From an optimization exercise on the open Yosys and OpenROAD flow, aimed at a short achievable clock period and few clock cycles; shortcuts taken in it are not production practice.
RTL that was checked went through simulation tests only; none was proved equivalent to the original.
Function not checked in runs 3 to 6: the RTL went through the layout flow alone.
Power and IR drop assume default switching activity.

## flow/config.mk

```make
export PLATFORM = sky130hd
export DESIGN_NAME = cache_top
export DESIGN_NICKNAME = cache_top
export VERILOG_FILES = /design/flow/design.v
export SDC_FILE = /design/flow/constraint.sdc
export NUM_CORES = 4
export LEC_CHECK = 0
export ABC_CLOCK_PERIOD_IN_PS = 3000
export CAP_MARGIN = 20
export CORE_MARGIN = 2
export CORE_UTILIZATION = 40
export SETUP_SLACK_MARGIN = 2.6
export SLEW_MARGIN = 20
```

## flow/constraint.sdc

```tcl
create_clock -name core_clock -period 5.8 [get_ports {clk}]
set_input_delay 1.1600 -clock core_clock [delete_from_list [all_inputs] [get_ports {clk}]]
set_output_delay 1.1600 -clock core_clock [all_outputs]
set_load 0.01 [all_outputs]
```

## flow/design.v

```verilog
package cache_pkg;
    localparam int ADDR_W = 32;
    localparam int DATA_W = 32;
    typedef enum logic [1:0] {
        SIZE_BYTE = 2'b00,
        SIZE_HALF = 2'b01,
        SIZE_WORD = 2'b10
    } size_t;
    typedef enum logic [2:0] {
        ST_IDLE,
        ST_LOOKUP,
        ST_EVICT,
        ST_WAIT_DRAIN,
        ST_REFILL,
        ST_FINISH
    } ctrl_state_t;
    typedef struct packed {
        logic [ADDR_W-3:0] waddr;
        logic [DATA_W-1:0] data;
    } evict_t;
    function automatic logic [3:0] apply_size(size_t size, logic [1:0] off);
        case (size)
            2'b00:     apply_size = 4'b0001 << off;
            2'b01:     apply_size = off[1] ? 4'b1100 : 4'b0011;
            default:   apply_size = 4'b1111;
        endcase
    endfunction
endpackage
module cache_top (
    input  logic        clk,
    input  logic        rst,
    input  logic        psel,
    input  logic        penable,
    input  logic        pwrite,
    input  logic [31:0] paddr,
    input  logic [31:0] pwdata,
    input  logic [1:0]  psize,
    output logic [31:0] prdata,
    output logic        pready,
    output logic        pslverr,
    output logic        m_psel,
    output logic        m_penable,
    output logic        m_pwrite,
    output logic [31:0] m_paddr,
    output logic [31:0] m_pwdata,
    input  logic [31:0] m_prdata,
    input  logic        m_pready
);
    localparam int NE = 4;    
    logic [15:0] valid;
    logic [15:0] dirty;
    logic [25:0] tag_mem  [16];
    logic [31:0] data_mem [16];
    logic [3:0]  idx;
    logic [25:0] atag;
    logic [1:0]  off;
    logic [3:0]  lanes;
    logic [31:0] wsh;
    assign idx   = paddr[5:2];
    assign atag  = paddr[31:6];
    assign off   = paddr[1:0];
    assign lanes = cache_pkg::apply_size(cache_pkg::size_t'(psize), off);
    assign wsh   = pwdata << {off, 3'b000};
    function automatic logic [31:0] merge(input logic [31:0] old, input logic [31:0] d,
                                          input logic [3:0] m);
        for (int i = 0; i < 4; i++) merge[8*i +: 8] = m[i] ? d[8*i +: 8] : old[8*i +: 8];
    endfunction
    logic [15:0] dec;
    logic [15:0] eq;
    logic        hit;
    logic        vdirty;
    logic [31:0] line;
    logic [25:0] vtag;
    always_comb begin
        for (int i = 0; i < 16; i++) begin
            dec[i] = (idx == 4'(i));
            eq[i]  = valid[i] && (tag_mem[i] == atag);
        end
    end
    assign hit    = |(dec & eq);
    assign vdirty = |(dec & valid & dirty);
    assign line   = data_mem[idx];
    assign vtag   = tag_mem[idx];
    logic c_hit;       
    logic c_miss;      
    logic c_wait;      
    logic c_fwd;       
    logic c_chk;       
    logic pv;          
    logic [31:0] rdata_q;
    logic [31:0] fwd_word;
    logic        st_pend;   
    logic        po_pend;   
    logic [3:0]  st_idx;
    logic [25:0] st_tag;
    logic [31:0] st_word;
    logic        pf_v;
    logic        pf_req;    
    logic        pf_chk;
    logic        pf_fwd;
    logic [31:0] pf_word;
    logic [3:0]  pf_idx;
    logic [3:0]  pf_mask;
    logic [29:0] pf_addr;
    logic try;
    logic block;
    logic look;
    logic lhit;
    logic lmiss;
    logic post;
    logic rmiss;
    logic [29:0] e_addr [NE];
    logic [31:0] e_data [NE];
    logic [$clog2(NE+1)-1:0] e_cnt;
    logic        pop;
    logic        push;
    logic        b_busy;     
    logic        b_acc;      
    logic        b_wr;
    logic        b_pf;       
    logic [29:0] b_raddr;
    logic        b_free;
    logic        rd_done;
    logic        pf_done;
    logic        cpu_done;
    logic        rd_req;     
    assign b_free   = !b_busy || (b_acc && m_pready);
    assign rd_done  = b_acc && !b_wr && m_pready;
    assign pf_done  = rd_done && b_pf;
    assign cpu_done = rd_done && !b_pf;
    assign pop      = b_acc && b_wr && m_pready;
    logic [$clog2(NE+1)-1:0] cnt_after_pop;
    logic room;
    assign cnt_after_pop = e_cnt - pop;
    assign room          = (cnt_after_pop != NE);
    logic pf_free;      
    assign pf_free = !pf_v || pf_done;
    assign try   = (psel && !penable && !c_hit && !c_miss && !c_wait) || c_wait;
    assign block = pf_v && ((idx == pf_idx) || (pwrite && !hit && !pf_done));
    assign look  = try && !block;
    assign lhit  = look && hit;
    assign lmiss = look && !hit;
    assign post  = lmiss && pwrite && (!vdirty || room);
    assign rmiss = lmiss && !post;
    assign push = pv && room;
    logic rd_pending;
    logic want_rd;
    assign rd_pending = rmiss || rd_req;
    assign want_rd    = rd_pending && !(rmiss && vdirty && !room) && !(pv && !room) &&
                        !(pf_v && !pf_done);
    logic wb_ok;
    assign wb_ok = (cnt_after_pop != 0) &&
                   (lhit || !psel || pv || (cnt_after_pop == NE));
    logic pf_want;
    logic start_pf, start_rd, start_wb;
    assign pf_want  = post || pf_req;
    assign start_pf = b_free && pf_want;
    assign start_rd = b_free && !pf_want && want_rd;
    assign start_wb = b_free && !pf_want && !want_rd && wb_ok;
    logic        fmatch;
    logic [31:0] fdata;
    always_comb begin
        fmatch = 1'b0;
        fdata  = e_data[0];
        for (int i = 0; i < NE; i++) begin
            if (i < e_cnt && e_addr[i] == paddr[31:2]) begin
                fmatch = 1'b1;
                fdata  = e_data[i];
            end
        end
    end
    logic [31:0] fill_base;
    logic [31:0] fill_word;
    assign fill_base = c_fwd ? fwd_word : m_prdata;
    assign fill_word = pwrite ? merge(fill_base, wsh, lanes) : fill_base;
    logic [31:0] pf_base;
    assign pf_base = pf_fwd ? pf_word : m_prdata;
    always_ff @(posedge clk) begin
        if (rst) begin
            valid   <= '0;
            dirty   <= '0;
            c_hit   <= 1'b0;
            c_miss  <= 1'b0;
            c_wait  <= 1'b0;
            c_chk   <= 1'b0;
            c_fwd   <= 1'b0;
            pv      <= 1'b0;
            st_pend <= 1'b0;
            po_pend <= 1'b0;
            pf_v    <= 1'b0;
            pf_req  <= 1'b0;
            pf_chk  <= 1'b0;
            pf_fwd  <= 1'b0;
            rd_req  <= 1'b0;
            e_cnt   <= '0;
            b_busy  <= 1'b0;
            b_acc   <= 1'b0;
            b_wr    <= 1'b0;
            b_pf    <= 1'b0;
        end else begin
            c_wait  <= try && block;
            c_hit   <= lhit || post;
            st_pend <= lhit && pwrite;
            po_pend <= post;
            c_chk   <= rmiss;
            pf_chk  <= post;
            if (rmiss) begin
                c_miss <= 1'b1;
                c_fwd  <= 1'b0;
            end
            if (c_chk) c_fwd <= fmatch;
            if (lmiss && vdirty) pv <= 1'b1;
            else if (push)       pv <= 1'b0;
            if (cpu_done) begin
                c_miss     <= 1'b0;
                valid[idx] <= 1'b1;
                dirty[idx] <= pwrite;
            end
            if (st_pend || po_pend) begin
                valid[st_idx] <= 1'b1;
                dirty[st_idx] <= 1'b1;
            end
            if (pf_done) pf_v <= 1'b0;
            if (post) begin
                pf_v   <= 1'b1;
                pf_fwd <= 1'b0;
            end
            if (pf_chk) pf_fwd <= fmatch;
            pf_req <= pf_want && !start_pf;
            rd_req <= rd_pending && !start_rd;
            e_cnt <= cnt_after_pop + push;
            if (b_free) begin
                b_busy <= start_pf || start_rd || start_wb;
                b_acc  <= 1'b0;
                b_wr   <= start_wb;
                b_pf   <= start_pf;
            end else begin
                b_acc  <= 1'b1;
            end
        end
    end
    always_ff @(posedge clk) begin
        if (try) begin
            rdata_q <= line >> {off, 3'b000};
            st_idx  <= idx;
            st_tag  <= atag;
            st_word <= merge(line, wsh, lanes);
        end
        if (c_chk) begin
            fwd_word <= fdata;
            rdata_q  <= fdata >> {off, 3'b000};
        end
        if (pf_chk) pf_word <= fdata;
        if (try && pf_free) begin
            pf_idx  <= idx;
            pf_mask <= lanes;
            pf_addr <= paddr[31:2];
        end
        if (st_pend || po_pend) data_mem[st_idx] <= st_word;
        if (po_pend) tag_mem[st_idx] <= st_tag;
        if (cpu_done) begin
            data_mem[idx] <= fill_word;
            tag_mem[idx]  <= atag;
        end
        if (pf_done) data_mem[pf_idx] <= merge(pf_base, data_mem[pf_idx], pf_mask);
        if (pop) begin
            for (int i = 0; i < NE - 1; i++) begin
                e_addr[i] <= e_addr[i+1];
                e_data[i] <= e_data[i+1];
            end
        end
        if (push) begin
            e_addr[cnt_after_pop] <= {vtag, idx};
            e_data[cnt_after_pop] <= line;
        end
        if (b_free) b_raddr <= pf_req ? pf_addr : paddr[31:2];
    end
    logic       q_cpuacc;    
    logic [3:0] q_mem;       
    logic       q_rq;        
    logic       nx_cpuacc;
    logic       nx_fwd;
    assign nx_cpuacc = b_busy && !b_free && !b_wr && !b_pf;
    assign nx_fwd    = c_chk ? fmatch : c_fwd;
    always_ff @(posedge clk) begin
        if (rst) begin
            q_cpuacc <= 1'b0;
            q_mem    <= '0;
            q_rq     <= 1'b1;
        end else begin
            q_cpuacc <= nx_cpuacc;
            for (int k = 0; k < 4; k++) q_mem[k] <= nx_cpuacc && !nx_fwd && (off == 2'(k));
            q_rq     <= !(nx_cpuacc && !nx_fwd);
        end
    end
    always_comb begin
        prdata = {32{q_rq}} & rdata_q;
        for (int k = 0; k < 4; k++) prdata = prdata | ({32{q_mem[k]}} & (m_prdata >> (8*k)));
    end
    assign pready  = c_hit || (q_cpuacc && m_pready);
    assign pslverr = 1'b0;
    assign m_psel    = b_busy;
    assign m_penable = b_acc;
    assign m_pwrite  = b_wr;
    assign m_paddr   = {b_wr ? e_addr[0] : b_raddr, 2'b00};
    assign m_pwdata  = e_data[0];
endmodule
```

## flow/run.sh

```bash
#!/bin/bash
# synth_recipe.tcl (not shown) runs the flow's synth.tcl, then flattens the netlist and writes it again
# the make line also repeats each setting of config.mk as NAME=value (left out here)
make -C /OpenROAD-flow-scripts/flow DESIGN_CONFIG=/design/flow/config.mk WORK_HOME=/design/flow/orfs CLKGATE_MAP_FILE= SYNTH_SCRIPT=/design/flow/synth_recipe.tcl finish
```

==> results of run 1 <==
kinds of logic after synthesis:
logic type,after synthesis
other,1
DFF,1455
xor gates and xnor gates,553
AOI/OAI and AO/OA,638
adders and majority gates,13
muxes,1454
buffers and inverters,536
and+or+nand+nor,1112
final cells by class:
type | instances | area [µm²]
clock inverter | 98 | 945.9
inverter | 73 | 321.6
antenna | 12 | 30.03
multi-input combinational | 3790 | 35450
timing repair buffer | 533 | 5578
fill | 17369 | 103700
clock buffer | 206 | 4320
tap | 2640 | 3303
sequential | 1455 | 43150
worst min-delay path: stages (launching register included):
cell and delay [ns]:
dfxtp_1 0.31, nand2_1 0.06, a21oi_1 0.05
timing repair:
action,4_1_cts,5_1_grt
pin swaps,49,47
setup endpoints to repair,1898,902
buffers inserted,55,62
resized for setup,602,241
endpoints found under the hold margin,0,0
cloned,22,15
routing by layer:
| layer | routed length (µm) | GRT usage |
|---|---|---|
| met3 | 30350 | 0.06885 |
| met1 | 123000 | 0.4024 |
| met4 | 19350 | 0.1572 |
| met5 | 69 | 0 |
| met2 | 148100 | 0.4871 |
layout by cell type, fill, tap and decap left out, types with 19 or more instances in the layout:
master	synthesis	final
clkbuf_1	306	36
xor2_1	493	462
buf_4	12	239
clkdlybuf4s50_1	0	71
mux2i_1	115	109
dlygate4sd2_1	0	24
a22oi_1	29	19
nor2_1	140	127
mux2_4	0	32
edfxtp_1	1398	1398
xnor2_1	54	51
clkinv_1	1	36
buf_2	103	29
o21ai_0	292	251
nand2_1	465	419
o22ai_1	29	21
buf_6	10	70
a21oi_1	115	92
xor2_2	0	30
dfxtp_1	57	45
clkbuf_16	0	173
a222oi_1	22	22
and2_1	28	31
nand2_2	1	41
inv_1	70	61
nor4_1	206	186
o21ai_1	21	38
clkinv_2	0	27
mux4_2	274	274
nand3_1	59	47
buf_16	0	22
buf_12	0	27
nor2_4	0	21
nand4_1	67	67
a31oi_1	20	19
mux2_2	1065	1033
nor3_1	50	47
power by group through the flow:
stage                     combinational (mW)  sequential [mW]  clock [mW]
final                                   2.88             11.9        10.5
after global routing                    2.96             11.9        11.0
after CTS                               2.70             11.9        10.6
after detailed placement                2.58             12.1           0
after global placement                  2.56             12.1           0
after floorplan                         1.51             11.9           0
worst paths after layout:
kind	from	end	slack [ns]	cells past startpoint
setup / recovery	m_prdata[5]	prdata[5]	2.41	4
hold / removal	dirty[13]$_SDFF_PP0_	dirty[13]$_SDFF_PP0_	0.47	2
setup reg to reg	b_wr$_SDFFE_PP0N_	tag_mem[12][22]$_DFFE_PP_	2.59	7
hold reg to reg	dirty[13]$_SDFF_PP0_	dirty[13]$_SDFF_PP0_	0.47	2
flip-flops by register name, indices dropped and copies added, names as in the netlist, 4 cells and up:
| signal | cells |
|---|---|
| b_raddr | 30 |
| data_mem | 512 |
| dirty | 16 |
| e_addr | 120 |
| e_data | 128 |
| fwd_word | 32 |
| pf_addr | 27 |
| pf_mask | 4 |
| pf_word | 32 |
| q_mem | 4 |
| rdata_q | 32 |
| st_idx | 4 |
| st_tag | 26 |
| st_word | 32 |
| tag_mem | 416 |
| valid | 16 |
==> metrics.csv, run 1 <==
stage;metric;value;unit
final_layout;fin_cells;8807;
routing;first_pass_iters;10;
synth;synth_top_family_by_area;multiplexers;
synth;netlist_top_cells_area;edfxtp_1 (53%), mux2_2 (15%), mux4_2 (7.8%);
global_routing;grt_first_pass_wirelength;433.9;mm
synth;synth_edf_count;1398;
power_and_ir_drop;pwr-share-clk;0.416;
floorplanning;row_count;163;
timing;slew_headroom;0.1496;
cts;clk_pin_slew_worst_paths;0.06;ns
synth;synthFlopType;edfxtp_1;
cts;clk_latency;0.85;ns
timing;grt_setup_unrepaired;yes;
power_and_ir_drop;powerDensity;271.5;nW/µm²
synth;yosys_warnings;1;
synth;synthAdderAreaFrac;0.002060;
placed_design;place_congestion;0.9776;
timing;fin_crit;3.388;ns
setup_path;cpLargestDelayFamily;buffers and inverters;
timing;setup_viol;0;
timing;hold_viol_final;0;
cts;cts_max_level;4;
cts;cts_hold_buf;0;
setup_path;crit_arrival;2.23;ns
synth;synth_seq_cells;1455;
placed_design;hpwl;219.1;mm
synth;synth-xor-area-share;0.06192;
routing;drc;0;
power_and_ir_drop;swShare;0.2631;
floorplanning;pin_count;205;
final_layout;area_growth_syn_to_layout;17.94;%
synth;synth.avg_cell_area;13.70;µm²
placed_design;dp_slack;0.7634;ns
global_routing;grt_usage;0.3097;
setup_path;critical_path.max_fanout;3;
synth;synthMuxAreaShare;0.2447;
routing;postRouteAntennaNets;0;
timing;layout_setup_ws;2.412;ns
synth;synth_seq_area_share;0.5462;
placed_design;dpl-instance-area;84240;µm²
timing;drv_slew;0;
synth;synth-simple-area-share;0.06841;
cts;clk_path_buf_depth;3;
synth;syn_inst;5762;
global_routing;antenna_found_initial;33;
cts;root_buffer;clkbuf_16;
synth;async_flop_share;0;
setup_path;crit_path_end_kind;output port;
routing;wl;320.8;mm
global_routing;grt_max_degree;87;
routing;first_iter_violations;7011;
final_layout;fin_nets;6134;
routing;wl_per_cell;36.43;µm
power_and_ir_drop;seq_power_share;0.470;
timing;timing.final.crit_share;0.5841;
cts;cts_tree;done;
global_routing;gr-total-overflow;0;
floorplanning;core;196800;µm²
power_and_ir_drop;p_comb_frac;0.114;
setup_path;required;4.64;ns
setup_path;cp-start-kind;input pin;
synth;synth-compound-area-share;0.04801;
run_status;status;finished clean;
synth;synth_top_area_cell;edfxtp_1;
synth;synth.distinct_cells;72;
timing;clock-skew-final;0.03749;ns
timing;fin_hold_ws;0.4680;ns
floorplanning;dieArea;200900;µm²
final_layout;final_area;93100;µm²
floorplanning;initial_utilization;0.4011;
final_layout;utilization;0.4731;
final_layout;drive_gt1_frac;0.3748;
cts;cts_buffers;164;
setup_path;slowest_stage;clkdlybuf4s50_1;
synth;synth.top_cell.area_share;0.5318;
job;maxCapViolCount;0;
timing;final.setup.tns;0;ns
power_and_ir_drop;vdd_drop_max;0.2600;mV
floorplanning;dieWidth;448.2;µm
setup_path;crit_buf_inv;2;
setup_path;critPathMaxStageDelay;0.47;ns
synth;syn_area;78940;µm²
floorplanning;die_h;448.2;µm
cts;clock_sinks;1455;
routing;via_count;55300;
timing;tightest_slew;1.272;ns
setup_path;crit_chain;clkdlybuf4s50_1 -> a22oi_2 -> nand2_1 -> dlygate4sd2_1;
setup_path;critPathKind;input pin to output port;
synth;synthTopCellsByCount;edfxtp_1 (1398), mux2_2 (1065), xor2_1 (493), nand2_1 (465), clkbuf_1 (306);
power_and_ir_drop;leakage;31.65;nW
min_path;hp-class;register to register;
placed_design;io_buffers;201;
synth;yosysMostFrequentCell;edfxtp_1;
power_and_ir_drop;power.internal;18.62;mW
global_routing;first_global_vias;53142;
power_and_ir_drop;finalPower;25.27;mW
power_and_ir_drop;p_switching;6.649;mW
placed_design;placedCellCount;8334;
timing;fmax;295.2;MHz
routing;via_per_inst;6.279;
Testbench counts, summed over its fixed seeds: cycles 15,996.
==> run 2, diff against run 1 <==
--- a/flow/config.mk
+++ b/flow/config.mk
@@ -6,8 +6,8 @@
 export NUM_CORES = 4
 export LEC_CHECK = 0
-export ABC_CLOCK_PERIOD_IN_PS = 3000
+export ABC_CLOCK_PERIOD_IN_PS = 2500
 export CAP_MARGIN = 20
 export CORE_MARGIN = 2
-export CORE_UTILIZATION = 40
-export SETUP_SLACK_MARGIN = 2.6
+export CORE_UTILIZATION = 55
+export SETUP_SLACK_MARGIN = 2.9
 export SLEW_MARGIN = 20
==> metrics.csv, run 2 <==
stage;metric;value;unit;change
min_path;holdPathStages;2;;unchanged
final_layout;largest_reg_flops;512;;unchanged
timing;fmax;309.5;MHz;+4.9%
final_layout;top_register;data_mem;;
timing;drv_slew;0;;unchanged
routing;via_count;59443;;+7.5%
setup_path;crit_path_end_kind;output port;;
setup_path;crit_arrival;2.07;ns;-0.16 ns
timing;slew_headroom;0.1350;;-0.01462
floorplanning;dieWidth;382.9;µm;-15%
floorplanning;row_count;139;;-15%
cts;cts_max_level;4;;unchanged
timing;fin_crit;3.231;ns;-0.1568 ns
global_routing;antenna_found_initial;30;;-9.1%
global_routing;grt_usage;0.4336;;+0.1239
routing;postRouteAntennaNets;0;;unchanged
synth;synth.distinct_cells;72;;unchanged
final_layout;top_regs;data_mem: 512 flops, tag_mem: 416 flops, e_data: 128 flops;;
routing;drc;0;;unchanged
job;maxCapViolCount;0;;unchanged
setup_path;r2r_start;e_addr[2][17]$_DFFE_PP_;;
final_layout;area_growth_syn_to_layout;26.85;%;
global_routing;grt_max_degree;63;;-28%
synth;synthTopCellsByCount;edfxtp_1 (1398), mux2_2 (1065), xor2_1 (493), nand2_1 (465), clkbuf_1 (306);;
cts;cts_hold_buf;0;;unchanged
routing;wl_met1;124.9;mm;+1.5%
setup_path;critical_path.max_fanout;4;;+1
global_routing;gr-total-overflow;0;;unchanged
floorplanning;dieArea;146600;µm²;-27%
power_and_ir_drop;p_comb_frac;0.135;;+0.021
floorplanning;pin_count;205;;unchanged
routing;first_iter_violations;10385;;+48%
floorplanning;core;143000;µm²;-27%
timing;tightest_slew;1.297;ns;+0.02501 ns
synth;synth.avg_cell_area;13.70;µm²;unchanged
cts;clk_path_buf_depth;3;;unchanged
timing;hold_viol_final;0;;unchanged
floorplanning;die_h;382.9;µm;-15%
setup_path;critPathKind;register to output port;;
synth;synth_seq_cells;1455;;unchanged
setup_path;r2r_end;rdata_q[8]$_DFFE_PP_;;
routing;highest_layer;met5;;
global_routing;grt_first_pass_wirelength;438.6;mm;+1.1%
placed_design;io_buffers;201;;unchanged
cts;clk_latency;0.82;ns;-0.03 ns
setup_path;ff2ff_setup_slack;2.69;ns;+0.10 ns
placed_design;hpwl;198.7;mm;-9.3%
timing;grt_setup_unrepaired;yes;;
routing;wl_met2;135.0;mm;-8.8%
power_and_ir_drop;power.internal;18.57;mW;-0.29%
power_and_ir_drop;pwr-share-clk;0.395;;-0.021
global_routing;first_global_vias;54095;;+1.8%
timing;final.setup.tns;0;ns;unchanged
cts;cts_buffers;161;;-1.8%
synth;syn_area;78940;µm²;unchanged
run_status;status;finished clean;;
timing;timing.final.crit_share;0.5570;;-0.02703
power_and_ir_drop;p_switching;6.658;mW;+0.14%
power_and_ir_drop;vdd_drop_max;0.2824;mV;+8.6%
cts;cts_tree;done;;
final_layout;fin_nets;6445;;+5.1%
setup_path;required;4.64;ns;about the same
timing;setup_viol;0;;unchanged
synth;async_flop_share;0;;unchanged
min_path;hp-class;register to register;;
final_layout;fin_cells;8356;;-5.1%
power_and_ir_drop;powerDensity;251.9;nW/µm²;-7.2%
cts;clk_pin_slew_worst_paths;0.07;ns;about the same
final_layout;final_cell_mix;edfxtp_1 (1398), mux2_2 (1011), xor2_1 (360);;
synth;yosysMostFrequentCell;edfxtp_1;;
synth;synth_edf_count;1398;;unchanged
final_layout;register_area;43150;µm²;about the same
synth;synth_seq_area_share;0.5462;;unchanged
synth;synth.top_cell.area_share;0.5318;;unchanged
placed_design;dp_slack;0.5764;ns;-0.1870 ns
routing;wl;331.0;mm;+3.2%
routing;wl_met3;54.18;mm;+78%
routing;first_pass_iters;8;;-2
synth;synthFlopType;edfxtp_1;;
final_layout;drive_gt1_frac;0.4615;;+0.08665
synth;synth_top_area_cell;edfxtp_1;;
timing;clock-skew-final;0.02989;ns;-0.007598 ns
routing;wl_per_cell;39.62;µm;+8.7%
final_layout;fillers;9726;;-44%
synth;yosys_warnings;1;;unchanged
synth;syn_inst;5762;;unchanged
setup_path;cp-start-kind;register;;
power_and_ir_drop;leakage;35.39;nW;+12%
setup_path;endpoint;m_paddr[4];;
routing;via_per_inst;7.114;;+13%
placed_design;place_congestion;0.9726;;-0.51%
cts;clock_sinks;1455;;unchanged
power_and_ir_drop;seq_power_share;0.470;;about the same
floorplanning;initial_utilization;0.5522;;+0.1511
final_layout;multi_input_area;38440;µm²;+8.4%
placed_design;placedCellCount;7580;;-9.0%
power_and_ir_drop;swShare;0.2639;;+0.0008312
setup_path;reg2reg_depth;13;;+6
cts;root_buffer;clkbuf_16;;
timing;layout_setup_ws;2.569;ns;+0.1568 ns
synth;netlist_top_cells_area;edfxtp_1 (53%), mux2_2 (15%), mux4_2 (7.8%);;
setup_path;cp-startpoint;b_wr$_SDFFE_PP0N_;;
final_layout;final_common_cell;edfxtp_1;;
[run 2: cell counts after synthesis]
Identical to the previous run, type by type.
[run 2: power groups by stage]
stage	Sequential (mW)	Clock [mW]	Combinational, mW
detailed placement	12.1	0	2.48
floorplan	11.9	0	1.50
global route	11.9	10.3	3.45
global placement	12.1	0	2.45
finish	11.9	9.97	3.39
CTS	11.8	9.96	3.01
[run 2: per-layer routing]
metal | up-vias | track usage
met5 | - | 0
met4 | 22 | 0.1699
met3 | 848 | 0.1666
met2 | 4989 | 0.5943
met1 | 30295 | 0.6199
li1 | 23289 | -
[run 2: final cells by class]
cell class	instances	area share
Inverter	73	0.003386
Clock buffer	217	0.04361
Antenna cell	4	0.00009996
Sequential cell	1455	0.4309
Timing Repair Buffer	846	0.1088
Clock inverter	67	0.005560
Multi-Input combinational cell	3791	0.3838
Tap cell	1903	0.02378
[run 2: metrics by stage]
step / total power, mW / instance area, µm² / utilization / hold WS, ns
2_1_floorplan: 13.43 / 79740 / - / 0.4322
3_3_place_gp: 14.52 / 83140 / 0.5816 / 0.4400
3_5_place_dp: 14.54 / 83220 / 0.5822 / 0.4543
4_1_cts: 24.81 / 96500 / 0.6750 / 0.4638
5_1_grt: 25.64 / 100100 / 0.7004 / 0.4769
6_report: 25.23 / 100100 / 0.7005 / 0.4673
[run 2: critical path, cell delays in order (launching register included)]
cell and delay [ns]:
dfxtp_4 0.36, buf_12 0.15, buf_16 0.15, buf_6 0.11
mux2_4 0.33, buf_6 0.14
[run 2: how the worst min path moves through the flow]
stage,end,start
2_1_floorplan,dirty[13]$_SDFF_PP0_,dirty[13]$_SDFF_PP0_
3_3_place_gp,dirty[13]$_SDFF_PP0_,dirty[13]$_SDFF_PP0_
3_5_place_dp,dirty[13]$_SDFF_PP0_,dirty[13]$_SDFF_PP0_
4_1_cts,dirty[3]$_SDFF_PP0_,dirty[3]$_SDFF_PP0_
5_1_grt,dirty[13]$_SDFF_PP0_,dirty[13]$_SDFF_PP0_
6_report,dirty[3]$_SDFF_PP0_,dirty[3]$_SDFF_PP0_
[run 2: kinds of logic (layout without fill, tap and decap cells)]
group | count (synthesis) | after routing | share of synthesized area
AO/OA/AOI/OAI | 638 | 648 | 0.04801
XOR/XNOR | 553 | 553 | 0.06192
adder cells (fa/ha/maj) | 13 | 13 | 0.002061
buffers and inverters | 536 | 1203 | 0.02864
flip-flops | 1455 | 1455 | 0.5462
multiplexers | 1454 | 1454 | 0.2447
other | 1 | 7 | 0.00004750
AND/OR/NAND/NOR | 1112 | 1120 | 0.06841
[run 2: repair_timing]
| item | in CTS | in global routing |
|---|---|---|
| resized for setup | 1383 | 401 |
| pin swaps | 142 | 147 |
| endpoints found under the setup margin | 2667 | 1425 |
| cloned | 79 | 22 |
| buffers inserted | 249 | 137 |
==> run 3, diff against run 2 <==
--- a/flow/design.v
+++ b/flow/design.v
@@ -47,5 +47,5 @@
     input  logic        m_pready
 );
-    localparam int NE = 4;    
+    localparam int NE = 8;    
     logic [15:0] valid;
     logic [15:0] dirty;
@@ -97,5 +97,4 @@
     logic        pf_v;
     logic        pf_req;    
-    logic        pf_chk;
     logic        pf_fwd;
     logic [31:0] pf_word;
@@ -119,5 +118,5 @@
     logic        b_wr;
     logic        b_pf;       
-    logic [29:0] b_raddr;
+    logic [29:0] b_addr;
     logic        b_free;
     logic        rd_done;
@@ -151,5 +150,5 @@
     logic wb_ok;
     assign wb_ok = (cnt_after_pop != 0) &&
-                   (lhit || !psel || pv || (cnt_after_pop == NE));
+                   (lhit || !psel || pv || (cnt_after_pop >= NE - 1));
     logic pf_want;
     logic start_pf, start_rd, start_wb;
@@ -158,4 +157,11 @@
     assign start_rd = b_free && !pf_want && want_rd;
     assign start_wb = b_free && !pf_want && !want_rd && wb_ok;
+    logic       q_cpuacc;    
+    logic [3:0] q_mem;       
+    logic       nx_cpuacc;
+    logic       nx_fwd;
+    logic       nx_rq;
+    logic [31:0] rdata_nx;
+    logic [31:0] rz;          
     logic        fmatch;
     logic [31:0] fdata;
@@ -190,5 +196,4 @@
             pf_v    <= 1'b0;
             pf_req  <= 1'b0;
-            pf_chk  <= 1'b0;
             pf_fwd  <= 1'b0;
             rd_req  <= 1'b0;
@@ -204,10 +209,8 @@
             po_pend <= post;
             c_chk   <= rmiss;
-            pf_chk  <= post;
             if (rmiss) begin
                 c_miss <= 1'b1;
-                c_fwd  <= 1'b0;
+                c_fwd  <= fmatch;
             end
-            if (c_chk) c_fwd <= fmatch;
             if (lmiss && vdirty) pv <= 1'b1;
             else if (push)       pv <= 1'b0;
@@ -224,7 +227,6 @@
             if (post) begin
                 pf_v   <= 1'b1;
-                pf_fwd <= 1'b0;
+                pf_fwd <= fmatch;
             end
-            if (pf_chk) pf_fwd <= fmatch;
             pf_req <= pf_want && !start_pf;
             rd_req <= rd_pending && !start_rd;
@@ -241,16 +243,14 @@
     end
     always_ff @(posedge clk) begin
+        rdata_q <= rdata_nx;
+        rz      <= nx_rq ? rdata_nx : '0;
         if (try) begin
-            rdata_q <= line >> {off, 3'b000};
+            fwd_word <= fdata;
             st_idx  <= idx;
             st_tag  <= atag;
             st_word <= merge(line, wsh, lanes);
         end
-        if (c_chk) begin
-            fwd_word <= fdata;
-            rdata_q  <= fdata >> {off, 3'b000};
-        end
-        if (pf_chk) pf_word <= fdata;
         if (try && pf_free) begin
+            pf_word <= fdata;
             pf_idx  <= idx;
             pf_mask <= lanes;
@@ -274,26 +274,29 @@
             e_data[cnt_after_pop] <= line;
         end
-        if (b_free) b_raddr <= pf_req ? pf_addr : paddr[31:2];
+        if (b_free) begin
+            if (start_wb)    b_addr <= pop ? e_addr[1] : e_addr[0];
+            else if (pf_req) b_addr <= pf_addr;
+            else             b_addr <= paddr[31:2];
+        end
     end
-    logic       q_cpuacc;    
-    logic [3:0] q_mem;       
-    logic       q_rq;        
-    logic       nx_cpuacc;
-    logic       nx_fwd;
     assign nx_cpuacc = b_busy && !b_free && !b_wr && !b_pf;
-    assign nx_fwd    = c_chk ? fmatch : c_fwd;
+    assign nx_fwd    = c_fwd;
+    assign nx_rq     = !(nx_cpuacc && !nx_fwd);
+    always_comb begin
+        rdata_nx = rdata_q;
+        if (try)            rdata_nx = line >> {off, 3'b000};
+        if (c_chk && c_fwd) rdata_nx = fwd_word >> {off, 3'b000};
+    end
     always_ff @(posedge clk) begin
         if (rst) begin
             q_cpuacc <= 1'b0;
             q_mem    <= '0;
-            q_rq     <= 1'b1;
         end else begin
             q_cpuacc <= nx_cpuacc;
             for (int k = 0; k < 4; k++) q_mem[k] <= nx_cpuacc && !nx_fwd && (off == 2'(k));
-            q_rq     <= !(nx_cpuacc && !nx_fwd);
         end
     end
     always_comb begin
-        prdata = {32{q_rq}} & rdata_q;
+        prdata = rz;
         for (int k = 0; k < 4; k++) prdata = prdata | ({32{q_mem[k]}} & (m_prdata >> (8*k)));
     end
@@ -303,5 +306,5 @@
     assign m_penable = b_acc;
     assign m_pwrite  = b_wr;
-    assign m_paddr   = {b_wr ? e_addr[0] : b_raddr, 2'b00};
+    assign m_paddr   = {b_addr, 2'b00};
     assign m_pwdata  = e_data[0];
 endmodule
==> metrics.csv, run 3 <==
stage;metric;value;unit;change
power_and_ir_drop;leakage;41.42;nW;+17%
synth;synth_top_area_cell;edfxtp_1;;
floorplanning;dieArea;171500;µm²;+17%
cts;cts_hold_buf;0;;unchanged
setup_path;required;6.38;ns;+1.74 ns
final_layout;fillers;11453;;+18%
final_layout;utilization;0.6969;;-0.003586
synth;syn_area;92500;µm²;+17%
global_routing;grt_first_pass_wirelength;525.5;mm;+20%
global_routing;grt_max_degree;65;;+3.2%
final_layout;top_regs;data_mem: 512 flops, tag_mem: 416 flops, e_data: 256 flops;;
timing;drv_slew;0;;unchanged
floorplanning;row_count;150;;+7.9%
global_routing;antenna_found_initial;11;;-63%
final_layout;area_growth_syn_to_layout;25.85;%;
floorplanning;pin_count;205;;unchanged
synth;synth_edf_count;1584;;+13%
global_routing;gr-total-overflow;0;;unchanged
synth;synthTopCellsByCount;edfxtp_1 (1584), mux2_2 (1270), xor2_1 (496), nand2_1 (486), clkbuf_1 (384);;
global_routing;use_met1;0.5520;;-0.06790
synth;synth_seq_cells;1735;;+19%
cts;cts_tree;done;;
setup_path;crit_buf_inv;5;;+1
setup_path;crit_arrival;4.17;ns;+2.10 ns
cts;cts_buffers;189;;+17%
synth;synth.top_cell.area_share;0.5142;;-0.01755
setup_path;cpLargestDelayFamily;simple AND/OR/NAND/NOR gates;;
cts;clk_latency;0.85;ns;+0.03 ns
setup_path;crit_chain;buf_4 -> buf_12 -> xor2_1 -> nor4_1 -> nand4_1 -> o22ai_1 -> or4_4 -> nor3_4 -> buf_6 -> a211oi_4 -> o211ai_4 -> buf_8 -> buf_16 -> mux2i_2;;
final_layout;top_register;data_mem;;
power_and_ir_drop;vdd_drop_max;0.3403;mV;+20%
timing;final.setup.tns;0;ns;unchanged
job;maxCapViolCount;0;;unchanged
synth;async_flop_share;0;;unchanged
synth;synth_seq_area_share;0.5469;;+0.0006766
final_layout;fin_nets;7341;;+14%
final_layout;final_cell_mix;edfxtp_1 (1584), mux2_2 (1005), xor2_1 (439);;
power_and_ir_drop;powerDensity;258.4;nW/µm²;+2.6%
global_routing;met3_usage;0.09750;;-0.06914
routing;via_count;67518;;+14%
synth;yosys_warnings;1;;unchanged
power_and_ir_drop;power.internal;22.37;mW;+20%
setup_path;critPathMaxStageDelay;0.61;ns;+0.25 ns
timing;grt_setup_unrepaired;yes;;
placed_design;hpwl;237.3;mm;+19%
cts;cts_max_level;4;;unchanged
routing;via_per_inst;7.040;;-1.0%
power_and_ir_drop;swShare;0.2565;;-0.007376
timing;clock-skew-final;0.03375;ns;+0.003857 ns
timing;tightest_slew;1.159;ns;-0.1382 ns
timing;slew_headroom;0.2212;;+0.08621
min_path;hp-class;register to register;;
cts;clk_pin_slew_worst_paths;0.06;ns;about the same
run_status;status;finished clean;;
routing;first_iter_violations;10408;;+0.22%
timing;setup_viol;0;;unchanged
placed_design;io_buffers;201;;unchanged
synth;synthFlopType;edfxtp_1;;
routing;drc;0;;unchanged
floorplanning;die_h;414.1;µm;+8.2%
timing;timing.final.crit_share;0.6195;;+0.06246
power_and_ir_drop;pwr-share-clk;0.403;;+0.008
synth;synth.distinct_cells;74;;+2.8%
routing;wl;388.4;mm;+17%
setup_path;slowest_stage;nor4_1;;
power_and_ir_drop;seq_power_share;0.467;;-0.003
final_layout;drive_gt1_frac;0.4362;;-0.02527
routing;postRouteAntennaNets;0;;unchanged
synth;yosysMostFrequentCell;edfxtp_1;;
global_routing;met2_usage;0.6800;;+0.08568
cts;clk_path_buf_depth;3;;unchanged
synth;synth.avg_cell_area;13.78;µm²;+0.56%
synth;netlist_top_cells_area;edfxtp_1 (51%), mux2_2 (15%), mux4_2 (7.1%);;
setup_path;cp-start-kind;input pin;;
power_and_ir_drop;p_switching;7.717;mW;+16%
final_layout;final_common_cell;edfxtp_1;;
setup_path;crit_path_end_kind;register;;
synth;syn_inst;6714;;+17%
cts;clock_sinks;1735;;+19%
global_routing;first_global_vias;64918;;+20%
placed_design;place_congestion;0.9768;;+0.43%
power_and_ir_drop;p_comb_frac;0.129;;-0.006
timing;fmax;278.3;MHz;-10%
timing;hold_viol_final;0;;unchanged
final_layout;largest_reg_flops;512;;unchanged
floorplanning;core;167000;µm²;+17%
floorplanning;dieWidth;414.1;µm;+8.2%
timing;fin_crit;3.593;ns;+0.3623 ns
floorplanning;initial_utilization;0.5538;;+0.001563
routing;first_pass_iters;8;;unchanged
setup_path;critical_path.max_fanout;10;;+6
setup_path;critPathKind;input pin to register;;
routing;wl_per_cell;40.50;µm;+2.2%
global_routing;grt_usage;0.4391;;+0.005478
cts;root_buffer;clkbuf_16;;
setup_path;ff2ff_setup_slack;2.27;ns;-0.42 ns
global_routing;grt_most_used_layer;met2;;
-- run 3: cell types whose count changed after synthesis, sizes merged, moves of 81 or more --
| cell | before | now |
|---|---|---|
| xnor2 | 60 | 178 |
| nand3 | 59 | 145 |
| clkbuf | 306 | 387 |
| dfxtp | 57 | 151 |
| mux2i | 115 | 235 |
| edfxtp | 1398 | 1584 |
| mux2 | 1065 | 1270 |
-- run 3: stage by stage --
step | total power [mW] | setup WS, ns | std cells | cell area (µm²) | hold slack [ns]
3_5_place_dp | 17.16 | 0.4537 | 8727 | 98500 | 0.4469
6_report | 30.08 | 2.207 | 9590 | 116400 | 0.4389
5_1_grt | 30.56 | 2.181 | 9588 | 116400 | 0.4636
2_1_floorplan | 15.92 | 1.735 | 6716 | 95630 | 0.4213
4_1_cts | 29.76 | 2.403 | 9472 | 113800 | 0.4528
3_3_place_gp | 17.14 | 0.4667 | 8726 | 98470 | 0.4391
-- run 3: cell type report --
cell class	instances	area, µm²	share of cell area
diodes	4	10.01	0.00008599
clock buffers	277	5409	0.04647
clock inverters	72	614.3	0.005278
inverters	29	201.4	0.001731
multi-input cells	4382	44800	0.3849
flip-flops and latches	1735	50620	0.4348
well taps	2204	2758	0.02369
repair buffers	887	12000	0.1031
-- run 3: worst paths after layout --
check | start | endpoint | cells past startpoint
worst max-delay path | paddr[8] | b_addr[17]$_DFFE_PN_ | 14
worst min-delay path | rdata_q[23]$_DFF_P_ | rdata_q[23]$_DFF_P_ | 2
worst min register to register | rdata_q[23]$_DFF_P_ | rdata_q[23]$_DFF_P_ | 2
worst max register to register | tag_mem[4][15]$_DFFE_PP_ | b_addr[17]$_DFFE_PN_ | 13
-- run 3: worst min-delay path, stage by stage, from the launching register on --
cell	delay, ns
dfxtp_1	0.30
nand2_1	0.05
o21ai_2	0.05
-- run 3: cell families after synthesis --
logic type                 after synthesis  share of synthesized area
adders and majority gates               13                   0.001759
xor gates and xnor gates               674                    0.06382
muxes                                 1795                     0.2507
buffers and inverters                  616                    0.02899
and+or+nand+nor                       1221                    0.06397
DFF                                   1735                     0.5469
AOI/OAI and AO/OA                      659                    0.04385
other                                    1                 0.00004054
-- run 3: repair_timing --
action | CTS | global route
cloned | 103 | 16
pin swaps | 171 | 129
buffers inserted | 293 | 98
endpoints found under the setup margin | 2865 | 1477
resized for setup | 1308 | 297
-- run 3: power groups by stage --
stage	clock, mW	sequential, mW	combinational, mW
finish	12.1	14.1	3.89
global route	12.5	14.1	3.95
CTS	12.1	14.0	3.61
detailed placement	0	14.3	2.85
global placement	0	14.3	2.84
floorplan	0	14.2	1.75
-- run 3: routing by layer --
layer  up-vias  routed length, µm
met2      5007             176000
met4        10              33380
met3      1275              42690
met5         -                163
li1      26716                  -
met1     34510             136100
==> run 4, diff against run 3 <==
--- a/flow/design.v
+++ b/flow/design.v
@@ -275,7 +275,6 @@
         end
         if (b_free) begin
-            if (start_wb)    b_addr <= pop ? e_addr[1] : e_addr[0];
-            else if (pf_req) b_addr <= pf_addr;
-            else             b_addr <= paddr[31:2];
+            if (pf_req) b_addr <= pf_addr;
+            else        b_addr <= paddr[31:2];
         end
     end
@@ -306,5 +305,5 @@
     assign m_penable = b_acc;
     assign m_pwrite  = b_wr;
-    assign m_paddr   = {b_addr, 2'b00};
+    assign m_paddr   = {b_wr ? e_addr[0] : b_addr, 2'b00};
     assign m_pwdata  = e_data[0];
 endmodule
--- a/flow/config.mk
+++ b/flow/config.mk
@@ -12,2 +12,3 @@
 export SETUP_SLACK_MARGIN = 2.9
 export SLEW_MARGIN = 20
+export TNS_END_PERCENT = 10
==> metrics.csv, run 4 <==
stage;metric;value;unit;change
timing;fmax;281.4;MHz;+1.1%
synth;synth_edf_count;1614;;+1.9%
final_layout;final_common_cell;edfxtp_1;;
cts;clock_sinks;1735;;unchanged
min_path;hp-class;register to register;;
cts;cts_max_level;4;;unchanged
global_routing;grt_first_pass_wirelength;480.3;mm;-8.6%
final_layout;top_register;data_mem;;
run_status;status;finished clean;;
cts;cts_hold_buf;0;;unchanged
synth;syn_inst;6611;;-1.5%
routing;wl_per_cell;37.90;µm;-6.4%
synth;synthTopCellsByCount;edfxtp_1 (1614), mux2_2 (1200), xor2_1 (487), nand2_1 (469), clkbuf_1 (330);;
cts;cts_buffers;190;;+0.53%
power_and_ir_drop;pwr-share-clk;0.401;;-0.002
synth;yosysMostFrequentCell;edfxtp_1;;
floorplanning;dieArea;171600;µm²;about the same
synth;synth_top_area_cell;edfxtp_1;;
routing;drc;0;;unchanged
routing;first_pass_iters;6;;-2
synth;syn_area;92540;µm²;about the same
placed_design;place_congestion;0.9382;;-4.0%
synth;synth.top_cell.area_share;0.5237;;+0.009498
floorplanning;core;167200;µm²;+0.11%
power_and_ir_drop;swShare;0.2559;;-0.0006108
cts;root_buffer;clkbuf_16;;
timing;grt_setup_unrepaired;yes;;
timing;final.setup.tns;0;ns;unchanged
setup_path;required;6.39;ns;about the same
synth;synth.avg_cell_area;14.00;µm²;+1.6%
routing;via_count;63932;;-5.3%
floorplanning;pin_count;205;;unchanged
floorplanning;row_count;150;;unchanged
synth;synth.distinct_cells;73;;-1.4%
synth;synth_seq_area_share;0.5499;;+0.002994
power_and_ir_drop;vdd_drop_max;0.2987;mV;-12%
power_and_ir_drop;seq_power_share;0.486;;+0.019
timing;setup_viol;0;;unchanged
setup_path;cp-start-kind;register;;
routing;first_iter_violations;8879;;-15%
synth;synthFlopType;edfxtp_1;;
setup_path;critPathKind;register to register;;
synth;yosys_warnings;1;;unchanged
floorplanning;initial_utilization;0.5534;;about the same
cts;cts_tree;done;;
setup_path;critical_path.max_fanout;20;;+10
routing;postRouteAntennaNets;0;;unchanged
global_routing;grt_usage;0.3967;;-0.04239
final_layout;fin_nets;7052;;-3.9%
timing;clock-skew-final;0.03075;ns;-0.003002 ns
global_routing;first_global_vias;61266;;-5.6%
setup_path;r2r_start;pf_fwd$_SDFFE_PP0P_;;
final_layout;drive_gt1_frac;0.3842;;-0.05199
final_layout;utilization;0.6547;;-0.04223
final_layout;area_growth_syn_to_layout;18.30;%;
setup_path;crit_arrival;4.14;ns;-0.03 ns
power_and_ir_drop;powerDensity;265.0;nW/µm²;+2.5%
setup_path;cp-startpoint;pf_fwd$_SDFFE_PP0P_;;
job;maxCapViolCount;0;;unchanged
power_and_ir_drop;p_comb_frac;0.113;;-0.016
synth;synth_seq_cells;1735;;unchanged
min_path;min_from;rdata_q[23]$_DFF_P_;;
global_routing;grt_max_degree;78;;+20%
cts;clk_path_buf_depth;3;;unchanged
floorplanning;dieWidth;414.2;µm;about the same
timing;drv_slew;0;;unchanged
setup_path;crit_path_end_kind;register;;
floorplanning;die_h;414.2;µm;about the same
final_layout;final_cell_mix;edfxtp_1 (1614), mux2_2 (1149), xor2_1 (478);;
global_routing;gr-total-overflow;0;;unchanged
final_layout;largest_reg_flops;512;;unchanged
synth;netlist_top_cells_area;edfxtp_1 (52%), mux2_2 (15%), mux4_2 (7.1%);;
timing;fin_crit;3.554;ns;-0.03937 ns
global_routing;antenna_found_initial;12;;+1
synth;async_flop_share;0;;unchanged
placed_design;io_buffers;201;;unchanged
cts;clk_latency;0.86;ns;about the same
timing;tightest_slew;1.230;ns;+0.07064 ns
timing;hold_viol_final;0;;unchanged
timing;slew_headroom;0.1566;;-0.06461
placed_design;hpwl;223.7;mm;-5.7%
timing;timing.final.crit_share;0.6127;;-0.006788
final_layout;top_regs;data_mem: 512 flops, tag_mem: 416 flops, e_data: 256 flops;;
routing;wl;352.5;mm;-9.2%
power_and_ir_drop;p_switching;7.424;mW;-3.8%
power_and_ir_drop;power.internal;21.59;mW;-3.5%
routing;via_per_inst;6.874;;-2.4%
power_and_ir_drop;leakage;37.86;nW;-8.6%
cts;clk_pin_slew_worst_paths;0.06;ns;about the same
[run 4: cell count changes after synthesis, moves of 30 or more]
cell	before	now
o41ai_1	0	30
edfxtp_1	1584	1614
dfxtp_1	151	121
nand3_1	145	84
nor3_1	71	39
o21ai_1	5	159
o21ai_0	256	163
a211oi_1	0	82
clkbuf_1	384	330
mux2_2	1270	1200
mux2_1	0	111
buf_2	94	143
o211ai_1	49	19
mux2i_1	235	181
[run 4: worst paths after layout]
check | cells past startpoint | slack (ns) | end
max | 3 | 2.25 | data_mem[12][2]$_DFFE_PP_
min | 2 | 0.45 | rdata_q[23]$_DFF_P_
max reg2reg | 3 | 2.25 | data_mem[12][2]$_DFFE_PP_
min reg2reg | 2 | 0.45 | rdata_q[23]$_DFF_P_
[run 4: kinds of logic (layout without fill, tap and decap cells)]
family	after synthesis	count (layout)	synth area share
compound gates	703	704	0.04738
xor+xnor	673	673	0.06370
fa+ha+maj	13	13	0.001758
buf+inv	631	1099	0.03175
flops	1735	1735	0.5499
mux	1782	1782	0.2497
other cells	1	9	0.00004052
simple gates	1073	1081	0.05579
[run 4: cell type report]
type | instances | area, µm²
Multi-Input combinational cell | 4256 | 41390
Fill cell | 12287 | 57750
Sequential cell | 1735 | 50910
Timing Repair Buffer | 694 | 8372
Antenna cell | 6 | 15.01
Clock buffer | 256 | 5191
Tap cell | 2204 | 2758
Clock inverter | 91 | 566.8
Inverter | 58 | 274.0
[run 4: metrics by stage]
step,instances,setup slack (ns),total power [mW],instance area [µm²],hold slack [ns]
floorplan,6613,2.211,15.88,93220,0.4232
global placement,8649,0.5785,17.13,96880,0.4395
detailed placement,8649,0.5434,17.15,96900,0.4428
CTS,9149,2.340,28.77,106700,0.4493
global route,9294,2.328,29.57,109500,0.4750
finish,9300,2.246,29.01,109500,0.4473
[run 4: power by group through the flow]
stage          Sequential [mW]  Clock [mW]  Combinational, mW
2_1_floorplan             14.2           0               1.70
3_3_place_gp              14.3           0               2.79
3_5_place_dp              14.3           0               2.82
4_1_cts                   14.1        11.7               3.03
5_1_grt                   14.1        12.1               3.36
6_report                  14.1        11.6               3.28
[run 4: critical path, stage by stage (launching register included)]
cell and delay (ns):
dfxtp_2 0.95, mux2i_1 1.08, o21ai_0 0.71, mux2_1 0.52
[run 4: per-layer routing]
metal | up-vias | part of all wire | GRT usage
met3 | 847 | 0.098 | 0.07515
met2 | 3989 | 0.46 | 0.6223
li1 | 26019 | - | -
met1 | 33065 | 0.37 | 0.5219
met4 | 12 | 0.066 | 0.2220
met5 | - | 0.00022 | 0
[run 4: repair_timing]
item	CTS	global route
gates resized for setup	720	366
endpoints found under the setup margin	3150	2437
pin swaps	108	82
cloned	47	12
buffers inserted	106	130
==> run 5, diff against run 4 <==
==> flow/flow/run.sh (new file) <==
#!/bin/bash
set -euo pipefail
export BUFFER_PORTS_ARGS="-buffer_cell sky130_fd_sc_hd__buf_6"
bash standard.sh > standard_flow.log 2>&1
==> flow/standard.sh (new file) <==
#!/bin/bash
# synth_recipe.tcl (not shown) runs the flow's synth.tcl, then flattens the netlist and writes it again
# the make line also repeats each setting of config.mk as NAME=value (left out here)
make -C /OpenROAD-flow-scripts/flow DESIGN_CONFIG=/design/flow/config.mk WORK_HOME=/design/flow/orfs CLKGATE_MAP_FILE= SYNTH_SCRIPT=/design/flow/synth_recipe.tcl "${@:-finish}"
removed: flow/run.sh
==> metrics.csv, run 5 <==
stage;metric;value;unit;change
run_status;status;finished clean;;
synth;synth-compound-area-share;0.04738;;unchanged
final_layout;final_cell_mix;edfxtp_1 (1614), mux2_2 (1181), xor2_1 (468);;
cts;clk_latency;0.88;ns;+0.02 ns
routing;via_count;64575;;+1.0%
power_and_ir_drop;swShare;0.2547;;-0.001222
setup_path;critical_path.max_fanout;2;;-90%
floorplanning;dieArea;171600;µm²;unchanged
synth;synthTopCellsByCount;edfxtp_1 (1614), mux2_2 (1200), xor2_1 (487), nand2_1 (469), clkbuf_1 (330);;
power_and_ir_drop;vdd_drop_max;0.3567;mV;+19%
final_layout;top_regs;data_mem: 512 flops, tag_mem: 416 flops, e_data: 256 flops;;
min_path;hp-class;register to register;;
timing;tightest_slew;1.171;ns;-0.05931 ns
timing;timing.final.crit_share;0.5909;;-0.02184
synth;syn_area;92540;µm²;unchanged
timing;slew_headroom;0.2169;;+0.06023
timing;hold_viol_final;0;;unchanged
cts;cts_tree;done;;
synth;synthMuxAreaShare;0.2497;;unchanged
setup_path;cp-start-kind;input pin;;
global_routing;first_global_vias;60238;;-1.7%
routing;wl_per_cell;40.35;µm;+6.5%
routing;first_iter_violations;10181;;+15%
job;maxCapViolCount;0;;unchanged
placed_design;io_buffers;201;;unchanged
final_layout;fin_nets;6957;;-1.3%
global_routing;antenna_found_initial;12;;unchanged
synth;synth_top_family_by_area;multiplexers;;
cts;cts_hold_buf;0;;unchanged
global_routing;gr-total-overflow;0;;unchanged
routing;drc;0;;unchanged
synth;synth_edf_count;1614;;unchanged
power_and_ir_drop;finalPower;29.35;mW;+1.2%
final_layout;final_common_cell;edfxtp_1;;
power_and_ir_drop;seq_power_share;0.480;;-0.006
setup_path;crit_arrival;2.27;ns;-1.87 ns
power_and_ir_drop;power.internal;21.88;mW;+1.4%
timing;grt_setup_unrepaired;yes;;
synth;synthAdderAreaFrac;0.001758;;unchanged
floorplanning;row_count;150;;unchanged
setup_path;crit_path_end_kind;output port;;
final_layout;area_growth_syn_to_layout;17.97;%;
synth;synth.distinct_cells;73;;unchanged
global_routing;grt_usage;0.4053;;+0.008597
power_and_ir_drop;leakage;37.75;nW;-0.28%
power_and_ir_drop;powerDensity;268.9;nW/µm²;+1.5%
placed_design;hpwl;228.1;mm;+2.0%
synth;syn_inst;6611;;unchanged
timing;drv_slew;0;;unchanged
synth;async_flop_share;0;;unchanged
global_routing;grt_first_pass_wirelength;486.8;mm;+1.4%
power_and_ir_drop;p_switching;7.476;mW;+0.70%
synth;synth-xor-area-share;0.06370;;unchanged
synth;netlist_top_cells_area;edfxtp_1 (52%), mux2_2 (15%), mux4_2 (7.1%);;
synth;yosysMostFrequentCell;edfxtp_1;;
routing;wl;371.5;mm;+5.4%
floorplanning;pin_count;205;;unchanged
routing;via_per_inst;7.014;;+2.0%
synth;synth-simple-area-share;0.05579;;unchanged
routing;first_pass_iters;6;;unchanged
floorplanning;initial_utilization;0.5534;;unchanged
cts;clock_sinks;1735;;unchanged
timing;setup_viol;0;;unchanged
synth;synth.avg_cell_area;14.00;µm²;unchanged
timing;clock-skew-final;0.04132;ns;+0.01057 ns
cts;cts_max_level;4;;unchanged
placed_design;place_congestion;0.9604;;+2.4%
power_and_ir_drop;p_comb_frac;0.114;;about the same
final_layout;drive_gt1_frac;0.3979;;+0.01368
cts;clk_path_buf_depth;3;;unchanged
final_layout;largest_reg_flops;512;;unchanged
power_and_ir_drop;pwr-share-clk;0.407;;+0.006
synth;synth_seq_area_share;0.5499;;unchanged
floorplanning;die_h;414.2;µm;unchanged
floorplanning;dieWidth;414.2;µm;unchanged
routing;postRouteAntennaNets;0;;unchanged
timing;fmax;291.8;MHz;+3.7%
setup_path;required;4.64;ns;-1.75 ns
timing;final.setup.tns;0;ns;unchanged
final_layout;top_register;data_mem;;
global_routing;grt_max_degree;78;;unchanged
synth;synth.top_cell.area_share;0.5237;;unchanged
cts;root_buffer;clkbuf_16;;
setup_path;critPathKind;input pin to output port;;
synth;yosys_warnings;1;;unchanged
timing;fin_crit;3.427;ns;-0.1267 ns
synth;synth_seq_cells;1735;;unchanged
synth;synthFlopType;edfxtp_1;;
floorplanning;core;167200;µm²;unchanged
cts;cts_buffers;188;;-1.1%
cts;clk_pin_slew_worst_paths;0.06;ns;about the same
synth;synth_top_area_cell;edfxtp_1;;
==> run 5: cell counts after synthesis <==
Identical to the previous run, type by type.
==> run 5: worst paths after layout <==
check,startpoint,end,slack [ns],cells after the start
max,m_prdata[12],prdata[4],2.37,4
min,rdata_q[19]$_DFF_P_,rdata_q[19]$_DFF_P_,0.46,2
max reg2reg,b_wr$_SDFFE_PP0N_,data_mem[10][0]$_DFFE_PP_,2.45,9
min reg2reg,rdata_q[19]$_DFF_P_,rdata_q[19]$_DFF_P_,0.46,2
==> run 5: what timing repair did <==
item                                    in CTS  in global routing
endpoints found under the hold margin        0                  0
gates resized for setup                    274                391
setup buffers                               61                122
pin swaps                                   22                117
gates cloned                                32                 38
endpoints found under the setup margin    2685               1503
==> run 5: critical path: stages <==
cell and delay, ns:
buf_12 0.11, a222oi_1 0.53, nand2_1 0.27, buf_6 0.19
==> run 5: logic make-up after synthesis <==
kind of cell / Yosys count
muxes: 1782
DFF: 1735
and+or+nand+nor: 1073
AOI/OAI and AO/OA: 703
xor gates and xnor gates: 673
buffers and inverters: 631
adders and majority gates: 13
other: 1
==> run 5: metal layers <==
metal	track usage	share of wire	wire length [µm]
met1	0.5316	0.36	134200
met2	0.6326	0.46	169100
met3	0.06997	0.10	38540
met4	0.2489	0.080	29620
met5	0	0.00014	53
==> run 5: layout make-up <==
cell class / instances / area [µm²]
fill: 12238 / 58050
sequential: 1735 / 50920
multi-input combinational: 4259 / 41490
timing repair buffer: 598 / 7800
clock buffer: 254 / 5220
tap: 2204 / 2758
clock inverter: 88 / 690.7
inverter: 58 / 270.3
antenna: 10 / 25.02
==> run 5: power groups by stage <==
stage	clock, mW	combinational, mW	sequential, mW
final	11.9	3.34	14.1
after global routing	12.4	3.41	14.1
after CTS	11.9	3.05	14.1
after detailed placement	0	2.82	14.3
after global placement	0	2.79	14.3
after floorplan	0	1.70	14.2
==> run 5: stage by stage <==
step	cell area (µm²)	hold slack (ns)	cells	setup slack [ns]	utilization
4_1_cts	105200	0.4521	9035	2.416	0.6290
5_1_grt	109100	0.4838	9196	2.421	0.6527
2_1_floorplan	93220	0.4232	6613	2.211	-
3_3_place_gp	96700	0.4382	8598	0.9677	0.5783
6_report	109200	0.4555	9206	2.373	0.6529
3_5_place_dp	96760	0.4416	8600	1.186	0.5786
==> run 6, diff against run 5 <==
--- a/flow/design.v
+++ b/flow/design.v
@@ -27,4 +27,28 @@
     endfunction
 endpackage
+module cell_aoi22 (
+    input  logic a,
+    input  logic b,
+    input  logic c,
+    input  logic d,
+    output logic y
+);
+    assign y = ~((a & b) | (c & d));
+endmodule
+module cell_nand3 (
+    input  logic a,
+    input  logic b,
+    input  logic c,
+    output logic y
+);
+    assign y = ~(a & b & c);
+endmodule
+module cell_nand2 (
+    input  logic a,
+    input  logic b,
+    output logic y
+);
+    assign y = ~(a & b);
+endmodule
 module cache_top (
     input  logic        clk,
@@ -163,5 +187,5 @@
     logic       nx_rq;
     logic [31:0] rdata_nx;
-    logic [31:0] rz;          
+    logic [31:0] rzn;         
     logic        fmatch;
     logic [31:0] fdata;
@@ -244,5 +268,5 @@
     always_ff @(posedge clk) begin
         rdata_q <= rdata_nx;
-        rz      <= nx_rq ? rdata_nx : '0;
+        rzn     <= nx_rq ? ~rdata_nx : '1;
         if (try) begin
             fwd_word <= fdata;
@@ -296,7 +320,23 @@
         end
     end
-    always_comb begin
-        prdata = rz;
-        for (int k = 0; k < 4; k++) prdata = prdata | ({32{q_mem[k]}} & (m_prdata >> (8*k)));
+    logic [31:0] pr_n1;
+    logic [15:0] pr_n2;
+    for (genvar j = 0; j < 32; j++) begin : g_pr
+        if (j < 24) begin : g_lo
+            cell_aoi22 u_n1 (.a(q_mem[0]), .b(m_prdata[j]), .c(q_mem[1]), .d(m_prdata[j+8]),
+                             .y(pr_n1[j]));
+        end else begin : g_hi
+            cell_nand2 u_n1 (.a(q_mem[0]), .b(m_prdata[j]), .y(pr_n1[j]));
+        end
+        if (j < 8) begin : g_b0
+            cell_aoi22 u_n2 (.a(q_mem[2]), .b(m_prdata[j+16]), .c(q_mem[3]), .d(m_prdata[j+24]),
+                             .y(pr_n2[j]));
+            cell_nand3 u_o (.a(pr_n1[j]), .b(pr_n2[j]), .c(rzn[j]), .y(prdata[j]));
+        end else if (j < 16) begin : g_b1
+            cell_nand2 u_n2 (.a(q_mem[2]), .b(m_prdata[j+16]), .y(pr_n2[j]));
+            cell_nand3 u_o (.a(pr_n1[j]), .b(pr_n2[j]), .c(rzn[j]), .y(prdata[j]));
+        end else begin : g_b23
+            cell_nand2 u_o (.a(pr_n1[j]), .b(rzn[j]), .y(prdata[j]));
+        end
     end
     assign pready  = c_hit || (q_cpuacc && m_pready);
==> flow/run.sh (new file) <==
#!/bin/bash
# synth_recipe.tcl (not shown) runs the flow's synth.tcl, then flattens the netlist and writes it again
# the make line also repeats each setting of config.mk as NAME=value (left out here)
make -C /OpenROAD-flow-scripts/flow DESIGN_CONFIG=/design/flow/config.mk WORK_HOME=/design/flow/orfs CLKGATE_MAP_FILE= SYNTH_SCRIPT=/design/flow/synth_recipe.tcl finish
--- a/flow/config.mk
+++ b/flow/config.mk
@@ -12,3 +12,5 @@
 export SETUP_SLACK_MARGIN = 2.9
 export SLEW_MARGIN = 20
+export SYNTH_HIERARCHICAL = 1
+export SYNTH_MINIMUM_KEEP_SIZE = 0
 export TNS_END_PERCENT = 10
removed: flow/flow/run.sh
removed: flow/standard.sh
==> metrics.csv, run 6 <==
stage;metric;value;unit;change
run_status;status;finished clean;;
routing;first_pass_iters;8;;+2
final_layout;fin_cells;9290;;+0.91%
floorplanning;pin_count;205;;unchanged
floorplanning;core;167200;µm²;unchanged
synth;synthTopCellsByCount;edfxtp_1 (1614), mux2_2 (1364), nand2_1 (479), xor2_1 (462), clkbuf_1 (335);;
placed_design;placedCellCount;8625;;+0.29%
floorplanning;dieArea;171900;µm²;+0.20%
synth;yosysMostFrequentCell;edfxtp_1;;
timing;fin_hold_ws;0.4583;ns;+0.002842 ns
cts;cts_buffers;190;;+1.1%
cts;clk_pin_slew_worst_paths;0.06;ns;about the same
setup_path;r2r_start;b_wr$_SDFFE_PP0N_;;
setup_path;crit_path_end_kind;output port;;
global_routing;grt_usage;0.3939;;-0.01136
setup_path;crit_buf_inv;4;;+2
final_layout;largest_reg_flops;512;;unchanged
cts;root_buffer;clkbuf_16;;
setup_path;critPathMaxStageDelay;0.38;ns;-0.15 ns
routing;via_count;63859;;-1.1%
setup_path;critical_path.max_fanout;5;;+3
timing;tightest_slew;1.130;ns;-0.04054 ns
final_layout;drive_gt1_frac;0.4234;;+0.02550
setup_path;cp-start-kind;register;;
synth;synth.avg_cell_area;14.13;µm²;+0.95%
global_routing;first_global_vias;60935;;+1.2%
timing;slew_headroom;0.2438;;+0.02693
synth;yosys_warnings;7;;+6
routing;via_per_inst;6.874;;-2.0%
placed_design;dp_slack;0.7595;ns;-0.4267 ns
setup_path;required;4.64;ns;about the same
cts;cts_tree;done;;
global_routing;grt_first_pass_wirelength;476.9;mm;-2.0%
final_layout;fillers;12096;;-1.2%
global_routing;antenna_found_initial;12;;unchanged
cts;cts_hold_buf;0;;unchanged
floorplanning;die_h;414.6;µm;about the same
final_layout;final_cell_mix;edfxtp_1 (1614), mux2_2 (1323), xor2_1 (435);;
cts;clk_latency;0.85;ns;-0.03 ns
timing;fin_crit;3.310;ns;-0.1173 ns
floorplanning;row_count;150;;unchanged
synth;synth.top_cell.area_share;0.5227;;-0.001039
routing;wl_per_cell;37.97;µm;-5.9%
timing;setup_viol;0;;unchanged
synth;syn_inst;6562;;-0.74%
placed_design;io_buffers;201;;unchanged
cts;clock_sinks;1735;;unchanged
cts;clk_path_buf_depth;3;;unchanged
synth;syn_area;92720;µm²;+0.20%
timing;layout_setup_ws;2.490;ns;+0.1173 ns
placed_design;place_congestion;0.9961;;+3.7%
setup_path;crit_arrival;2.15;ns;-0.12 ns
floorplanning;initial_utilization;0.5545;;+0.001100
timing;fmax;302.1;MHz;+3.5%
synth;synth_top_area_cell;edfxtp_1;;
timing;drv_slew;0;;unchanged
final_layout;top_register;data_mem;;
power_and_ir_drop;vdd_drop_max;0.3213;mV;-9.9%
final_layout;area_growth_syn_to_layout;19.69;%;
synth;netlist_top_cells_area;edfxtp_1 (52%), mux2_2 (17%), mux4_2 (7.0%);;
timing;hold_viol_final;0;;unchanged
cts;cts_max_level;4;;unchanged
routing;drc;0;;unchanged
timing;clock-skew-final;0.03648;ns;-0.004836 ns
setup_path;crit_top_cell;buf_6;;
placed_design;hpwl;229.2;mm;+0.49%
timing;final.setup.tns;0;ns;unchanged
setup_path;cpLargestDelayFamily;buffers and inverters;;
synth;synth_edf_count;1614;;unchanged
synth;synth_seq_cells;1735;;unchanged
routing;wl;352.8;mm;-5.0%
power_and_ir_drop;leakage;38.47;nW;+1.9%
final_layout;top_regs;data_mem: 512 flops, tag_mem: 416 flops, e_data: 256 flops;;
global_routing;grt_max_degree;69;;-12%
setup_path;slowest_stage;dfxtp_4;;
setup_path;critPathKind;register to output port;;
final_layout;fin_nets;7042;;+1.2%
synth;synth_seq_area_share;0.5488;;-0.001091
floorplanning;dieWidth;414.6;µm;about the same
job;maxCapViolCount;0;;unchanged
routing;first_iter_violations;8978;;-12%
global_routing;gr-total-overflow;0;;unchanged
setup_path;crit_chain;buf_12 -> buf_16 -> buf_6 -> mux2_4 -> buf_6;;
min_path;min_from;dirty[11]$_SDFF_PP0_;;
synth;synth.distinct_cells;75;;+2.7%
timing;grt_setup_unrepaired;yes;;
synth;async_flop_share;0;;unchanged
power_and_ir_drop;powerDensity;263.4;nW/µm²;-2.0%
timing;timing.final.crit_share;0.5707;;-0.02022
synth;synthFlopType;edfxtp_1;;
final_layout;final_common_cell;edfxtp_1;;
min_path;hp-class;register to register;;
routing;postRouteAntennaNets;0;;unchanged
setup_path;cp-startpoint;b_wr$_SDFFE_PP0N_;;
run 6: changes by cell type in the layout (fill, tap and decap cells not counted), sizes merged, moves of 20 or more:
| cell | change |
|---|---|
| xor2 | -25 |
| o41ai | -29 |
| mux2 | +53 |
| xnor2 | +26 |
| bufbuf | +20 |
| o21ai | -27 |
| nand4 | +26 |
| and2 | -21 |
| inv | -32 |
| clkdlybuf4s50 | +72 |
| a22oi | +22 |
run 6: path summary, 6_finish.rpt:
kind | to | slack, ns | depth (start not counted)
max | m_paddr[28] | 2.49 | 5
min | dirty[11]$_SDFF_PP0_ | 0.46 | 2
max reg2reg | e_data[0][16]$_DFFE_PP_ | 2.52 | 12
min reg2reg | dirty[11]$_SDFF_PP0_ | 0.46 | 2
run 6: per-module statistics from Yosys, one instance, submodules excluded:
module / times used / flip-flops and latches / cell area (µm²) / cells inside
cache_top: 1 / 1735 / 92120 / 6482
cell_aoi22: 32 / 0 / 12.51 / 1
cell_nand3: 16 / 0 / 5.005 / 1
cell_nand2: 32 / 0 / 3.754 / 1
run 6: cell type report:
class	count	area [µm²]	share of cell area
diodes	5	12.51	0.0001127
clock buffers	240	5069	0.04567
clock inverters	108	873.3	0.007869
inverters	25	146.4	0.001319
multi-input cells	4262	42560	0.3835
flip-flops and latches	1735	50920	0.4588
well taps	2204	2758	0.02485
repair buffers	711	8640	0.07785
run 6: logic make-up after synthesis:
| logic type | share of synthesized area |
|---|---|
| compound gates | 0.04430 |
| xor+xnor | 0.06366 |
| fa+ha+maj | 0.001754 |
| buf+inv | 0.02894 |
| flops | 0.5488 |
| mux | 0.2563 |
| other cells | 0.00004044 |
| simple gates | 0.05620 |
run 6: routing by layer:
layer / share of wire / wire, µm / track usage
met1: 0.38 / 134200 / 0.5309
met2: 0.45 / 159300 / 0.6031
met3: 0.099 / 34830 / 0.07787
met4: 0.069 / 24490 / 0.2160
met5: 0.000077 / 27 / 0
run 6: tightest hold or removal path, cell delays in order, from the launching register on:
cell and delay [ns]:
dfxtp_1 0.31, nand2_1 0.05, a21oi_1 0.05
run 6: what timing repair did:
action	4_1_cts	5_1_grt
pin swaps	59	97
setup endpoints to repair	3151	2653
gates resized for setup	610	562
buffers inserted	116	110
cloned	49	36
run 6: power by group:
part           internal (mW)  switching [mW]
registers               13.8           0.240
logic                   1.26            1.97
clock network           6.73            5.18
run 6: per-stage QoR:
stage | instance area, µm² | util | total power [mW]
2_1_floorplan | 93530 | - | 15.84
3_3_place_gp | 97200 | 0.5812 | 17.04
3_5_place_dp | 97210 | 0.5813 | 17.07
4_1_cts | 107900 | 0.6455 | 29.05
5_1_grt | 111000 | 0.6636 | 29.80
6_report | 111000 | 0.6637 | 29.24

port drivers added, routing unchanged:
In the flow no input, the clock included, has a driving cell. The finished layouts below were timed again as built, in two steps. Step 1 sets driving cells, clkbuf_16 on the clock port and buf_2 on the other inputs (assumed; they add their load-dependent delay and slew). Step 2 also shifts input and output timing later by t, the mid clock arrival at the registers, as if the neighbouring blocks saw the same clock. a / b / c = ideal ports / drivers / drivers and shift; a / b = the first two.
run | shift t [ns] | setup WS [ns]
run 1 | 0.915 | 2.412 / 2.317 / 1.402
run 2 | 0.895 | 2.569 / 2.384 / 1.489
run 3 | 0.925 | 2.207 / 2.034 / 1.109
run 4 | 0.939 | 2.246 / 2.246 / 1.388
run 5 | 0.943 | 2.373 / 2.319 / 1.570
run 6 | 0.923 | 2.490 / 2.368 / 1.445
After both steps every run listed still meets setup and hold.
